From an optimization exercise on the open Yosys and OpenROAD flow, aimed at small area; shortcuts taken in it are not production practice.
The RTL was checked by simulation tests, not by an equivalence proof against the original design.
No activity file was given, so power comes from the tool's default toggle rates.

File: run.sh
#!/bin/bash
# synth_recipe.tcl (not shown) runs the flow's synth.tcl, then flattens the netlist and writes it again
# the make line also repeats each setting of config.mk as NAME=value (left out here)
make -C /OpenROAD-flow-scripts/flow DESIGN_CONFIG=/design/flow/config.mk WORK_HOME=/design/flow/orfs CLKGATE_MAP_FILE= SYNTH_SCRIPT=/design/flow/synth_recipe.tcl finish
File: config.mk
export PLATFORM = sky130hd
export DESIGN_NAME = reg_file
export DESIGN_NICKNAME = reg_file
export VERILOG_FILES = /design/flow/design.v
export SDC_FILE = /design/flow/constraint.sdc
export NUM_CORES = 4
export LEC_CHECK = 0
export CAP_MARGIN = 20
export CORE_MARGIN = 2
export CORE_UTILIZATION = 30
export PLACE_DENSITY = 0.5
export SLEW_MARGIN = 20
File: constraint.sdc
create_clock -name core_clock -period 8.0 [get_ports {clk}]
set_input_delay 1.6000 -clock core_clock [delete_from_list [all_inputs] [get_ports {clk}]]
set_output_delay 1.6000 -clock core_clock [all_outputs]
set_load 0.01 [all_outputs]
File: design.v
module reg_file #(
    parameter int XLEN           = 32,
    parameter bit CLEAR_ON_RESET = 1'b1
) (
    input  logic            clk,
    input  logic            rst,
    input  logic [4:0]      rs1_addr,
    input  logic [4:0]      rs2_addr,
    output logic [XLEN-1:0] reg1,
    output logic [XLEN-1:0] reg2,
    input  logic            we,
    input  logic [4:0]      rd_addr,
    input  logic [XLEN-1:0] rd_data,
    input  logic [4:0]      dbg_addr,
    output logic [XLEN-1:0] dbg_data,
    output logic            busy
);
    typedef enum logic {IDLE = 1'b0, CLEAR = 1'b1} state_t;
    state_t          state;
    logic [4:0]      clr_idx;
    logic            clearing;
    logic [XLEN-1:0] x [31:1];
    logic            wr_ok;
    always_ff @(posedge clk) begin
        if (rst) begin
            state    <= CLEAR_ON_RESET ? CLEAR : IDLE;
            clr_idx  <= 5'd1;
            clearing <= CLEAR_ON_RESET;
        end else begin
            case (state)
                CLEAR: begin
                    if (clr_idx == 5'd31) begin
                        state    <= IDLE;
                        clearing <= 1'b0;
                    end else begin
                        clr_idx <= clr_idx + 5'd1;
                    end
                end
                default: begin
                    state    <= IDLE;
                    clearing <= 1'b0;
                end
            endcase
        end
    end
    assign busy  = clearing | rst;
    assign wr_ok = we && !busy && (rd_addr != 5'd0);
    always_ff @(posedge clk) begin
        if (!rst) begin
            if (state == CLEAR)
                x[clr_idx] <= '0;
            else if (wr_ok)
                x[rd_addr] <= rd_data;
        end
    end
    always_comb begin
        reg1     = '0;
        reg2     = '0;
        dbg_data = '0;
        if (!busy) begin
            if (rs1_addr != 5'd0)
                reg1 = (wr_ok && rd_addr == rs1_addr) ? rd_data : x[rs1_addr];
            if (rs2_addr != 5'd0)
                reg2 = (wr_ok && rd_addr == rs2_addr) ? rd_data : x[rs2_addr];
            if (dbg_addr != 5'd0)
                dbg_data = x[dbg_addr];
        end
    end
endmodule
==> results of run 1 <==
==> metal layers <==
metal,track usage,up-vias
met1,0.286,19500
met4,0.117,4
li1,-,13900
met2,0.384,1777
met5,0,-
met3,0.0292,467
==> registers in the layout, summed over array words and instances, names as in the netlist <==
register and cells:
clearing 1, clr_idx 5, x 992, state 1
==> logic make-up after synthesis <==
| group | synth area share |
|---|---|
| flops | 0.542 |
| mux | 0.329 |
| compound gates | 0.0610 |
| simple gates | 0.0371 |
| buf+inv | 0.0285 |
| xor+xnor | 0.00206 |
| fa+ha+maj | 0.000453 |
==> how the worst min path moves through the flow <==
stage                    start          to  slack (ns)
finish              clr_idx[4]  clr_idx[4]        0.60
detailed placement  clr_idx[4]  clr_idx[4]        0.57
floorplan           clr_idx[2]  clr_idx[2]        0.54
CTS                 clr_idx[4]  clr_idx[4]        0.59
global route        clr_idx[4]  clr_idx[4]        0.63
global placement    clr_idx[4]  clr_idx[4]        0.58
==> power by group <==
group,internal [mW],switching (mW),total [mW]
logic,0.439,0.707,1.15
clock network,2.87,2.23,5.10
registers,5.71,0.0231,5.73
total,9.02,2.96,12.0
==> layout make-up <==
cell class	count	area share
diodes	1	0.0000391
clock buffers	125	0.0433
inverters	7	0.000411
repair buffers	306	0.0522
multi-input cells	1856	0.376
well taps	2464	0.0482
clock inverters	74	0.0119
flip-flops and latches	999	0.468
==> per-stage QoR <==
step / std cells / util / cell area (sq um) / setup slack [ns] / total power [mW]
detailed placement: 5631 / 0.330 / 60400 / 1.29 / 6.99
floorplan: 3166 / - / 55200 / 2.85 / 6.53
finish: 5832 / 0.350 / 63900 / 1.14 / 12.0
global placement: 5629 / 0.330 / 60400 / 0.596 / 6.99
CTS: 5830 / 0.349 / 63900 / 1.26 / 12.0
global route: 5831 / 0.350 / 63900 / 1.14 / 12.3
==> cell usage after synthesis (11+ instances only) <==
library cell	count
edfxtp_1	992
mux4_2	715
nor2_1	203
mux2i_1	187
clkbuf_1	137
a21oi_1	132
buf_2	92
a211oi_1	88
nand2_1	87
nor3_1	51
o22ai_1	37
and2_1	34
a32o_1	32
a221oi_1	31
a22oi_1	30
buf_4	29
buf_1	23
nand3_1	21
o211ai_1	21
nor2b_1	20
buf_6	19
o311a_1	19
o21bai_1	17
mux2_2	16
a31oi_1	14
nand2b_1	13
a211o_1	11
a221o_1	11
==> critical path, stage by stage <==
cell	delay [ns]
clkdlybuf4s50_1	0.64
nor2_4	0.22
buf_4	0.71
nand2_2	0.79
o21bai_1	0.40
a31oi_1	0.21
clkdlybuf4s50_1	0.58
==> metrics.md, run 1 <==
| Metric | Value |
|---|---|
| Synthesized flop and latch total | `999` |
| Top routing layer in use | `met5` |
| Antenna-violating nets left | `0` |
| Max-cap violations | `0` |
| HP Class | `flop to flop` |
| Setup Viol. Count Final | `0` |
| Most frequent cells in the layout | `edfxtp_1, mux4_2, mux2i_1, nor2_1, clkdlybuf4s50_1` |
| Max IR drop VDD | `0.172 mV` |
| Initial Utilization | `0.302` |
| Die span in y | `433 um` |
| RR Endpoint | `x[15][0]` |
| Reg-to-reg critical path startpoint | `clearing` |
| Worst EP required | `6.40 ns` |
| Met2 routed WL | `107000 um` |
| H-tree depth | `3` |
| Pwr Density | `187 nW/um^2` |
| WP data arrival | `5.26 ns` |
| Nets | `3335` |
| IO Count | `152` |
| Area of the multi-input gates | `24000 sq um` |
| GRT Residual Overflow | `0` |
| P&R area growth vs syn | `15.8%` |
| Number of flops mapped to enable cells by yosys | `992` |
| Core Region | `183000 sq um` |
| Sequential area share after synthesis | `0.542` |
| Worst setup EP type | `primary output` |
| Max-slew headroom | `0.176` |
| DP HPWL | `133000 um` |
| Met3 wire len | `13600 um` |
| Port bufs | `151` |
| Die area | `187000 sq um` |
| Final Hold Fails | `0` |
| Setup TNS Final | `0 ns` |
| Reg-to-reg setup timing slack | `3.43 ns` |
| Vias per inst | `6.11` |
| Max Slew Vio Count | `0` |
| DR iter-0 viols | `4407` |
| WS Path Type | `primary input to primary output` |
| Post-CTS Hold Fix Bufs | `0` |
| Crit. Startpoint | `rst` |
| CTS tree | `yes` |
| Max Fclk | `146 MHz` |
| CP startpoint kind | `primary input` |
| Filler Cell Count | `17200` |
| Initial antenna violation count | `4` |
| Syn Inst Count | `3166` |
| Later-pin clock latency in the skew report | `0.76 ns` |
| Root Buffer Master | `clkbuf_16` |
| FFs w/ async S/R, synth | `0` |
| Clk sink count | `999` |
| Post-CTS resize count | `0` |
| Worst Hold Depth | `2` |
| First-pass GRT wire length | `296000 um` |
| Layout cells sized above 1 | `0.335` |
| Vias in the first global route | `35400` |
| Syn_nets | `3223` |
| DR vias | `35600` |
| Avg WL per Cell | `37.0 um` |
| Run status | `no timing/DRC/antenna violations` |
| Clk_skew | `0.0241 ns` |
| Least-Margin Pin Slew | `1.24 ns` |
| Postcts setup bufs | `0` |
| Initial DRT Pass Iterations | `7` |
| Number of buffers created by CTS | `108` |
| Register area | `29900 sq um` |
| Yosys warnings | `1` |
| Remaining DRCs | `0` |
| Synth unique cells | `61` |
| Worst hold margin | `0.601 ns` |
| Met1 wire length | `82400 um` |
| Mapped Area | `55200 sq um` |
| Fin crit share | `0.857` |
| RSZ-0062 raised after global routing | `no` |
| Leakage power | `21.4 nW` |
| Largest net degree at the start of global routing | `81` |
| CTS max path bufs | `3` |
| Area leader, netlist | `edfxtp_1` |
| Synth top area share | `0.540` |
| Most common cell after layout, fill and taps aside | `edfxtp_1` |
| Syn Area/Cell | `17.4 sq um` |
| Largest fanout on the critical path | `37` |
| Largest cells by area after synthesis | `edfxtp_1, mux4_2, mux2i_1, nor2_1, a211oi_1` |
| GPL Wtd Cong | `0.856` |
| Overall Global Routing Usage | `0.227` |
| Clk slew on worst S/H paths | `0.05 ns` |
| Final WL | `216000 um` |
| Final Critical Period | `6.86 ns` |
| Main synth FF type | `edfxtp_1` |
| CP Capture Point | `reg2[14]` |
| Die width | `433 um` |
| Num rows | `157` |
| FF-to-FF path depth | `8` |
==> inputs of run 2 (changes only) <==
==> design.v (replaced) <==
module rf_aoi22 (
    input  logic a0, b0, a1, b1,
    output logic y
);
    assign y = ~((a0 & b0) | (a1 & b1));
endmodule
module rf_hold (
    input  logic q, h, d, w,
    output logic y
);
    assign y = (q & h) | (d & w);
endmodule
module rf_mux32 (
    input  logic [31:0] d,
    input  logic [31:0] s,
    output logic        y
);
    logic [15:0] t;
    for (genvar g = 0; g < 16; g++) begin : g_aoi
        assign t[g] = ~((d[2*g] & s[2*g]) | (d[2*g+1] & s[2*g+1]));
    end
    assign y = ~&t;
endmodule
module rf_mux31 (
    input  logic [30:0] d,
    input  logic [30:0] s,
    output logic        y
);
    logic [15:0] t;
    for (genvar g = 0; g < 15; g++) begin : g_aoi
        assign t[g] = ~((d[2*g] & s[2*g]) | (d[2*g+1] & s[2*g+1]));
    end
    assign t[15] = ~(d[30] & s[30]);
    assign y = ~&t;
endmodule
module reg_file #(
    parameter int XLEN           = 32,
    parameter bit CLEAR_ON_RESET = 1'b1
) (
    input  logic            clk,
    input  logic            rst,
    input  logic [4:0]      rs1_addr,
    input  logic [4:0]      rs2_addr,
    output logic [XLEN-1:0] reg1,
    output logic [XLEN-1:0] reg2,
    input  logic            we,
    input  logic [4:0]      rd_addr,
    input  logic [XLEN-1:0] rd_data,
    input  logic [4:0]      dbg_addr,
    output logic [XLEN-1:0] dbg_data,
    output logic            busy
);
    logic [4:0]      clr_idx;
    logic [XLEN-1:0] x [31:1];
    always_ff @(posedge clk) begin
        if (rst)
            clr_idx <= 5'd1;
        else if (clr_idx != 5'd0)
            clr_idx <= clr_idx + 5'd1;
    end
    assign busy = rst | (clr_idx != 5'd0);
    logic [31:1] wen, hold, sel1, sel2, seld;
    logic        byp1, byp2;
    assign byp1 = we & !busy & (rd_addr != 5'd0) & (rd_addr == rs1_addr);
    assign byp2 = we & !busy & (rd_addr != 5'd0) & (rd_addr == rs2_addr);
    always_comb begin
        for (int i = 1; i < 32; i++) begin
            wen[i]  = we & !busy & (rd_addr == i[4:0]);
            hold[i] = !busy & !(we & (rd_addr == i[4:0]));
            sel1[i] = !busy & !byp1 & (rs1_addr == i[4:0]);
            sel2[i] = !busy & !byp2 & (rs2_addr == i[4:0]);
            seld[i] = !busy & (dbg_addr == i[4:0]);
        end
    end
    logic [XLEN-1:0] x_d [31:1];
    for (genvar i = 1; i < 32; i++) begin : g_row
        for (genvar j = 0; j < XLEN; j++) begin : g_bit
            rf_hold u (.q(x[i][j]), .h(hold[i]), .d(rd_data[j]), .w(wen[i]), .y(x_d[i][j]));
        end
    end
    always_ff @(posedge clk) begin
        for (int i = 1; i < 32; i++)
            x[i] <= x_d[i];
    end
    for (genvar j = 0; j < XLEN; j++) begin : g_rd
        logic [31:1] col;
        always_comb begin
            for (int i = 1; i < 32; i++)
                col[i] = x[i][j];
        end
        rf_mux32 u_r1 (.d({col, rd_data[j]}), .s({sel1, byp1}), .y(reg1[j]));
        rf_mux32 u_r2 (.d({col, rd_data[j]}), .s({sel2, byp2}), .y(reg2[j]));
        rf_mux31 u_rd (.d(col),               .s(seld),         .y(dbg_data[j]));
    end
endmodule
--- a/config.mk
+++ b/config.mk
@@ -9,4 +9,8 @@
 export CORE_MARGIN = 2
 export CORE_UTILIZATION = 30
+export CTS_BUF_LIST = sky130_fd_sc_hd__clkbuf_16
+export CTS_CLUSTER_DIAMETER = 150
+export CTS_CLUSTER_SIZE = 24
 export PLACE_DENSITY = 0.5
 export SLEW_MARGIN = 20
+export SYNTH_HIERARCHICAL = 1
==> run 2 against run 1 <==
Largest power group unchanged; register-to-register slack better by 0.56 ns; routed wire length is 53% higher; still clean; die area is 17% lower; largest cell class is now multi-input combinational cells; synthesized area is 18% lower.
==> metrics.md, run 2 <==
| Metric | Value |
|---|---|
| GPL Wtd Cong | `1.00 (+17%)` |
| Finished Core Util | `0.361 (+0.0115)` |
| Synth unique cells | `37 (-39%)` |
| Run status | `no timing/DRC/antenna violations` |
| Yosys warnings | `10 (+9)` |
| Final Hold Fails | `0 (unchanged)` |
| WP data arrival | `5.97 ns (+0.71 ns)` |
| Fin crit share | `0.947 (+0.0899)` |
| Area leader, netlist | `dfxtp_1` |
| Power, Total | `9.69 mW (-19%)` |
| Max-cap violations | `0 (unchanged)` |
| Setup Viol. Count Final | `0 (unchanged)` |
| Initial Utilization | `0.303 (+0.00101)` |
| Mapped Area | `45500 sq um (-18%)` |
| Post-CTS Hold Fix Bufs | `0 (unchanged)` |
| Main combinational cell family by area after synthesis | `compound AO/OA/AOI/OAI gates` |
| Final WL | `329000 um (+53%)` |
| First-pass GRT wire length | `437000 um (+47%)` |
| Clk_skew | `0.0246 ns (+0.000492 ns)` |
| Postcts setup bufs | `0 (unchanged)` |
| FFs w/ async S/R, synth | `0 (unchanged)` |
| WS Path Type | `primary input to primary output` |
| Clk slew on worst S/H paths | `0.10 ns (+0.05 ns)` |
| Core Region | `150000 sq um (-18%)` |
| Synth Area in Compound Gates | `0.458 (+0.397)` |
| DR vias | `54400 (+53%)` |
| Most common cell in the netlist | `a22oi_1` |
| Leakage power | `17.8 nW (-17%)` |
| Max Slew Vio Count | `0 (unchanged)` |
| CTS max path bufs | `3 (unchanged)` |
| Syn Inst Count | `4324 (+37%)` |
| Avg WL per Cell | `48.5 um (+31%)` |
| Dpl ws | `0.550 ns (-0.740 ns)` |
| Final Critical Period | `7.57 ns (+0.719 ns)` |
| Max Fclk | `132 MHz (-9.5%)` |
| Multiplexer share of the synthesized area | `0.000220 (-0.329)` |
| Root Buffer Master | `clkbuf_16` |
| Die width | `394 um (-9.1%)` |
| RSZ-0062 raised after global routing | `no` |
| Initial DRT Pass Iterations | `9 (+2)` |
| Main synth FF type | `dfxtp_1` |
| Later-pin clock latency in the skew report | `0.73 ns (-0.03 ns)` |
| Most common cell after layout, fill and taps aside | `a22oi_1` |
| Setup TNS Final | `0 ns (unchanged)` |
| Port bufs | `151 (unchanged)` |
| Pwr Density | `178 nW/um^2 (-4.7%)` |
| DP HPWL | `190000 um (+43%)` |
| Max-slew headroom | `0.112 (-0.0640)` |
| CP startpoint kind | `primary input` |
| HP Class | `flop to flop` |
| Biggest regs | `x (992), clr_idx (5)` |
| XOR/XNOR share of the synthesized area | `0.00269 (+0.000631)` |
| Nets | `4800 (+44%)` |
| Sequential area share after synthesis | `0.438 (-0.104)` |
| Syn_nets | `4381 (+36%)` |
| Syn Area/Cell | `10.5 sq um (-40%)` |
| CTS tree | `yes` |
| Worst setup EP type | `primary output` |
| Remaining DRCs | `0 (unchanged)` |
| Synth Area in Simple Gates | `0.0957 (+0.0587)` |
| Worst setup margin | `0.425 ns (-0.719 ns)` |
| DR iter-0 viols | `11600 (+160%)` |
| Vias per inst | `8.02 (+31%)` |
| Post-CTS resize count | `0 (unchanged)` |
| Least-Margin Pin Slew | `1.33 ns (+0.0929 ns)` |
| H-tree depth | `2 (-1)` |
| Max reg flops | `992 (unchanged)` |
| Adder-cell share of the synthesized area | `0.000550 (+0.0000964)` |
| Most frequent cells in the layout | `a22oi_1, a22o_1, dfxtp_1, nand4_1, buf_4` |
| Synthesized flop and latch total | `997 (-0.20%)` |
| Largest fanout on the critical path | `17 (-54%)` |
| Die span in y | `394 um (-9.1%)` |
| GRT Residual Overflow | `0 (unchanged)` |
| Number of buffers created by CTS | `47 (-56%)` |
| Max IR drop VDD | `0.155 mV (-10%)` |
| Top cells by count, synth | `a22oi_1, a22o_1, dfxtp_1` |
| Vias in the first global route | `49300 (+39%)` |
| Worst EP required | `6.40 ns (about the same)` |
| IO Count | `152 (unchanged)` |
| Initial antenna violation count | `23 (+19)` |
| P&R area growth vs syn | `19.2%` |
| Antenna-violating nets left | `0 (unchanged)` |
| Top reg by flops | `x` |
| Synth top area share | `0.438 (-0.101)` |
| Die area | `155000 sq um (-17%)` |
| Layout cells sized above 1 | `0.123 (-0.212)` |
| Num rows | `142 (-9.6%)` |
| Clk sink count | `997 (-0.20%)` |
| Largest net degree at the start of global routing | `39 (-52%)` |
| Largest cells by area after synthesis | `dfxtp_1, a22oi_1, a22o_1, nand4_1, a22oi_2` |
| Number of flops mapped to enable cells by yosys | `0 (-100%)` |
| Overall Global Routing Usage | `0.403 (+0.176)` |
run 2: modules after synthesis, one instance, submodules excluded:
module / flip-flops and latches / area, sq um / times used
rf_hold: 0 / 8.76 / 992
reg_file: 997 / 21800 / 1
rf_mux31: 0 / 154 / 32
rf_mux32: 0 / 158 / 64
run 2: cell families after synthesis:
kind of cell	after synthesis
simple gates	731
buf+inv	51
flops	997
xor+xnor	14
compound gates	2528
fa+ha+maj	2
mux	1
run 2: report_power, final:
part           internal [mW]  switching [mW]  total [mW]  leakage [nW]
Combinational          0.256            1.56        1.81          9.20
Clock                   1.06            1.80        2.86         0.588
Sequential              4.98          0.0314        5.02          8.03
Total                   6.30            3.39        9.69          17.8
run 2: layer usage:
metal	wire, um	vias up	track usage
li1	-	20100	-
met1	117000	26400	0.493
met2	129000	6041	0.552
met3	51300	1786	0.174
met4	31700	17	0.308
met5	241	-	0.00862
run 2: final cells by class:
type                    count  area (sq um)
diodes                     21          52.6
clock buffers              47          1180
clock inverters             3          25.0
fillers                 15100         96000
inverters                   3          16.3
multi-input cells        3276         26600
flip-flops and latches    997         20000
well taps                2016          2520
repair buffers            418          3920
run 2: metrics by stage:
step	hold WS (ns)	cells	area (sq um)
after global placement	0.518	6700	52800
after floorplan	0.501	4324	45500
final	0.549	6781	54300
after detailed placement	0.520	6707	53000
after CTS	0.547	6757	54200
after global routing	0.568	6763	54200
run 2: path summary, 6_finish.rpt:
kind         depth (start not counted)           to  startpoint  slack, ns
min reg2reg                          1    x[31][25]   x[31][25]       0.55
max reg2reg                         10    x[18][28]  clr_idx[0]       3.99
max                                 10  dbg_data[8]         rst       0.43
min                                  1    x[31][25]   x[31][25]       0.55
run 2: critical path, stage by stage:
cell             delay (ns)
clkdlybuf4s50_1        0.52
nor2b_1                0.16
buf_4                  0.18
nand3_1                0.40
nor2_4                 1.12
buf_4                  0.64
a22oi_1                0.19
nand4_1                0.20
or4_1                  0.33
clkdlybuf4s50_1        0.61
==> inputs of run 3 (changes only) <==
==> flow/run.sh (new file) <==
#!/bin/bash
cp standard.sh standard_sh.log
export BUFFER_PORTS_ARGS="-buffer_cell sky130_fd_sc_hd__buf_1"
export CTS_ARGS="-sink_clustering_enable -repair_clock_nets -dont_use_dummy_load -buf_list sky130_fd_sc_hd__clkbuf_16 -sink_clustering_size 24 -sink_clustering_max_diameter 150"
bash standard.sh > standard.log 2>&1
==> standard.sh (new file) <==
#!/bin/bash
# synth_recipe.tcl (not shown) runs the flow's synth.tcl, then flattens the netlist and writes it again
# the make line also repeats each setting of config.mk as NAME=value (left out here)
make -C /OpenROAD-flow-scripts/flow DESIGN_CONFIG=/design/flow/config.mk WORK_HOME=/design/flow/orfs CLKGATE_MAP_FILE= SYNTH_SCRIPT=/design/flow/synth_recipe.tcl "${@:-finish}"
--- a/config.mk
+++ b/config.mk
@@ -6,5 +6,5 @@
 export NUM_CORES = 4
 export LEC_CHECK = 0
-export CAP_MARGIN = 20
+export CAP_MARGIN = 10
 export CORE_MARGIN = 2
 export CORE_UTILIZATION = 30
@@ -13,4 +13,4 @@
 export CTS_CLUSTER_SIZE = 24
 export PLACE_DENSITY = 0.5
-export SLEW_MARGIN = 20
+export SLEW_MARGIN = 10
 export SYNTH_HIERARCHICAL = 1
removed: run.sh
==> run 3 against run 2 <==
Still clean; sequential cell count is the same; critical path depth up 1; count of clock-buffer cells in the layout is the same; combinational power shrank 4%; sequential power hardly changed; die area did not move; cell count decreased by 0.22%; non-clock buffer count is 3 lower; fmax increased by 9.2%; synthesized area unchanged; first-iteration DRC count decreased by 4.7%; total power down 0.73%; highest routed layer unchanged.
==> metrics.md, run 3 <==
| Metric | Value |
|---|---|
| Fin crit share | `0.867 (-0.0801)` |
| Largest net degree at the start of global routing | `47 (+21%)` |
| Overall Global Routing Usage | `0.387 (-0.0162)` |
| Max reg flops | `992 (unchanged)` |
| Antenna-violating nets left | `0 (unchanged)` |
| Synth unique cells | `37 (unchanged)` |
| DR iter-0 viols | `11100 (-4.7%)` |
| Sequential area share after synthesis | `0.438 (unchanged)` |
| Setup TNS Final | `0 ns (unchanged)` |
| Least-Margin Pin Slew | `1.43 ns (+0.101 ns)` |
| Post-CTS resize count | `0 (unchanged)` |
| Leakage power | `17.4 nW (-2.5%)` |
| Number of buffers created by CTS | `47 (unchanged)` |
| Largest cells by area after synthesis | `dfxtp_1, a22oi_1, a22o_1, nand4_1, a22oi_2` |
| Number of flops mapped to enable cells by yosys | `0 (unchanged)` |
| Run status | `no timing/DRC/antenna violations` |
| Placed cell area | `51800 sq um (-2.3%)` |
| Biggest regs | `x (992), clr_idx (5)` |
| Pwr Density | `182 nW/um^2 (+1.7%)` |
| Initial DRT Pass Iterations | `13 (+4)` |
| Largest fanout on the critical path | `31 (+14)` |
| Synth top area share | `0.438 (unchanged)` |
| Finished Core Util | `0.352 (-0.00867)` |
| WS Path Type | `primary input to primary output` |
| HP Class | `flop to flop` |
| IO Count | `152 (unchanged)` |
| H-tree depth | `2 (unchanged)` |
| Initial Utilization | `0.303 (unchanged)` |
| Later-pin clock latency in the skew report | `0.72 ns (about the same)` |
| Final Critical Period | `6.93 ns (-0.641 ns)` |
| CTS max path bufs | `3 (unchanged)` |
| Mapped Area | `45500 sq um (unchanged)` |
| Final Hold Fails | `0 (unchanged)` |
| Top reg by flops | `x` |
| Avg WL per Cell | `46.9 um (-3.5%)` |
| FFs w/ async S/R, synth | `0 (unchanged)` |
| P&R area growth vs syn | `16.4%` |
| Most common cell after layout, fill and taps aside | `a22oi_1` |
| Nets | `4797 (-0.063%)` |
| Max-slew headroom | `0.0446 (-0.0673)` |
| Port bufs | `151 (unchanged)` |
| Vias per inst | `7.95 (-0.87%)` |
| Layout cells sized above 1 | `0.122 (-0.000900)` |
| Int Pwr | `6.26 mW (-0.74%)` |
| CP startpoint kind | `primary input` |
| Initial antenna violation count | `18 (-22%)` |
| Core Region | `150000 sq um (unchanged)` |
| Clk slew on worst S/H paths | `0.10 ns (about the same)` |
| Syn_nets | `4381 (unchanged)` |
| Main synth FF type | `dfxtp_1` |
| Max-cap violations | `0 (unchanged)` |
| Reg power frac | `0.521 (+0.003)` |
| Synthesized flop and latch total | `997 (unchanged)` |
| Net load switching power | `3.36 mW (-0.71%)` |
| Final Cell Area | `53000 sq um (-2.4%)` |
| Setup Viol. Count Final | `0 (unchanged)` |
| Worst EP required | `6.40 ns (about the same)` |
| Most common cell in the netlist | `a22oi_1` |
| Clk sink count | `997 (unchanged)` |
| Reg-to-reg setup timing slack | `4.07 ns (+0.08 ns)` |
| Comb pwr share | `0.180 (-0.007)` |
| Max Slew Vio Count | `0 (unchanged)` |
| Die span in y | `394 um (unchanged)` |
| CTS tree | `yes` |
| Vias in the first global route | `49000 (-0.62%)` |
| Most frequent cells in the layout | `a22oi_1, a22o_1, dfxtp_1, nand4_1, buf_4` |
| DP HPWL | `183000 um (-3.6%)` |
| GPL Wtd Cong | `1.01 (+0.42%)` |
| RSZ-0062 raised after global routing | `no` |
| Max Fclk | `144 MHz (+9.2%)` |
| Die width | `394 um (unchanged)` |
| Post-CTS Hold Fix Bufs | `0 (unchanged)` |
| Yosys warnings | `10 (unchanged)` |
| Power, Total | `9.62 mW (-0.73%)` |
| Worst hold margin | `0.548 ns (-0.00174 ns)` |
| Area leader, netlist | `dfxtp_1` |
| Num rows | `142 (unchanged)` |
| Sw frac | `0.350 (about the same)` |
| Clock network power share | `0.298 (+0.003)` |
| Final WL | `317000 um (-3.7%)` |
| First-pass GRT wire length | `421000 um (-3.6%)` |
| Worst setup EP type | `primary output` |
| Max IR drop VDD | `0.160 mV (+3.3%)` |
| GRT Residual Overflow | `0 (unchanged)` |
| Remaining DRCs | `0 (unchanged)` |
| Root Buffer Master | `clkbuf_16` |
| Top cells by count, synth | `a22oi_1, a22o_1, dfxtp_1` |
| Die area | `155000 sq um (unchanged)` |
| DR vias | `53800 (-1.1%)` |
| Syn Inst Count | `4324 (unchanged)` |
| Syn Area/Cell | `10.5 sq um (unchanged)` |
| Clk_skew | `0.0288 ns (+0.00414 ns)` |
| WP data arrival | `5.33 ns (-0.64 ns)` |
| Postcts setup bufs | `0 (unchanged)` |
-- run 3: cell counts after synthesis --
No cell type changed its count.
-- run 3: cell families after synthesis --
logic type / after synthesis / synth area share
AOI/OAI and AO/OA: 2528 / 0.458
DFF: 997 / 0.438
and+or+nand+nor: 731 / 0.0957
buffers and inverters: 51 / 0.00486
xor gates and xnor gates: 14 / 0.00269
adders and majority gates: 2 / 0.000550
muxes: 1 / 0.000220
-- run 3: Yosys stat by module, one instance, submodules excluded --
module    flops+latches  cells inside  times used  cell area (sq um)
rf_mux32              0            21          64                158
rf_mux31              0            20          32                154
rf_hold               0             1         992               8.76
reg_file            997          1348           1              21800
-- run 3: worst max-delay path, stage by stage --
cell and delay, ns:
buf_1 0.29, or4_4 0.67, o21ai_4 0.24, nor3_2 0.07, buf_4 0.28, nor4_4 1.09
buf_12 0.29, a22oi_2 0.10, nand4_1 0.22, or4_1 0.23, buf_1 0.20
-- run 3: cell type report --
cell class | instances | area [sq um]
Multi-Input combinational cell | 3276 | 26600
Clock buffer | 47 | 1180
Timing Repair Buffer | 415 | 2680
Sequential cell | 997 | 20000
Tap cell | 2016 | 2520
Inverter | 3 | 16.3
Fill cell | 15200 | 97300
Antenna cell | 12 | 30.0
-- run 3: worst paths after layout --
kind / start / end / depth (start not counted)
max: rd_addr[0] / reg1[11] / 11
min: x[31][25] / x[31][25] / 1
max reg2reg: clr_idx[0] / x[27][10] / 10
min reg2reg: x[31][25] / x[31][25] / 1
-- run 3: through the flow --
| step | cells | setup slack [ns] |
|---|---|---|
| global placement | 6706 | 1.30 |
| detailed placement | 6706 | 1.33 |
| CTS | 6753 | 1.33 |
| global route | 6755 | 1.12 |
| floorplan | 4324 | 0.405 |
| finish | 6766 | 1.07 |
-- run 3: layer usage --
metal / GRT usage / routed length (um) / up-vias / share of wire
met5: 0.0102 / 250 / - / 0.00079
li1: - / - / 20100 / -
met3: 0.169 / 48600 / 1921 / 0.15
met2: 0.533 / 124000 / 5799 / 0.39
met4: 0.285 / 30200 / 22 / 0.095
met1: 0.473 / 114000 / 26000 / 0.36
-- run 3: power groups by stage --
| stage | Clock [mW] | Sequential (mW) | Combinational, mW |
|---|---|---|---|
| final | 2.87 | 5.02 | 1.74 |
| after global routing | 2.98 | 5.02 | 1.64 |
| after CTS | 2.82 | 5.01 | 1.58 |
| after detailed placement | 0 | 5.13 | 1.58 |
| after global placement | 0 | 5.13 | 1.57 |
| after floorplan | 0 | 5.12 | 0.464 |

afterwards: timing with drivers on the ports:
How much do the figures lean on ideal ports? The routed layouts below were timed once more, with nothing changed but the port constraints. Step 1, drivers: a clkbuf_16 drives clk and a buf_2 each remaining input, both assumed. Step 2 also shifts input and output timing later by t, the mid clock arrival at the registers, as if the neighbouring blocks saw the same clock. Slacks: no drivers / after step 1 / after step 2; pairs: no drivers / after step 1.
run | t, ns | setup slack, ns | clock arrival spread, ns
run 1 | 0.824 | 1.144 / 1.102 / 1.102 | 0.030 / 0.030
run 2 | 0.802 | 0.425 / 0.403 / 0.403 | 0.039 / 0.040
run 3 | 0.786 | 1.066 / 1.035 / 1.035 | 0.033 / 0.032
After both steps setup and hold are still met in every run listed. For run 1, which loses most, drivers alone change the setup slack by -0.042 ns; drivers and shift together by -0.042 ns.
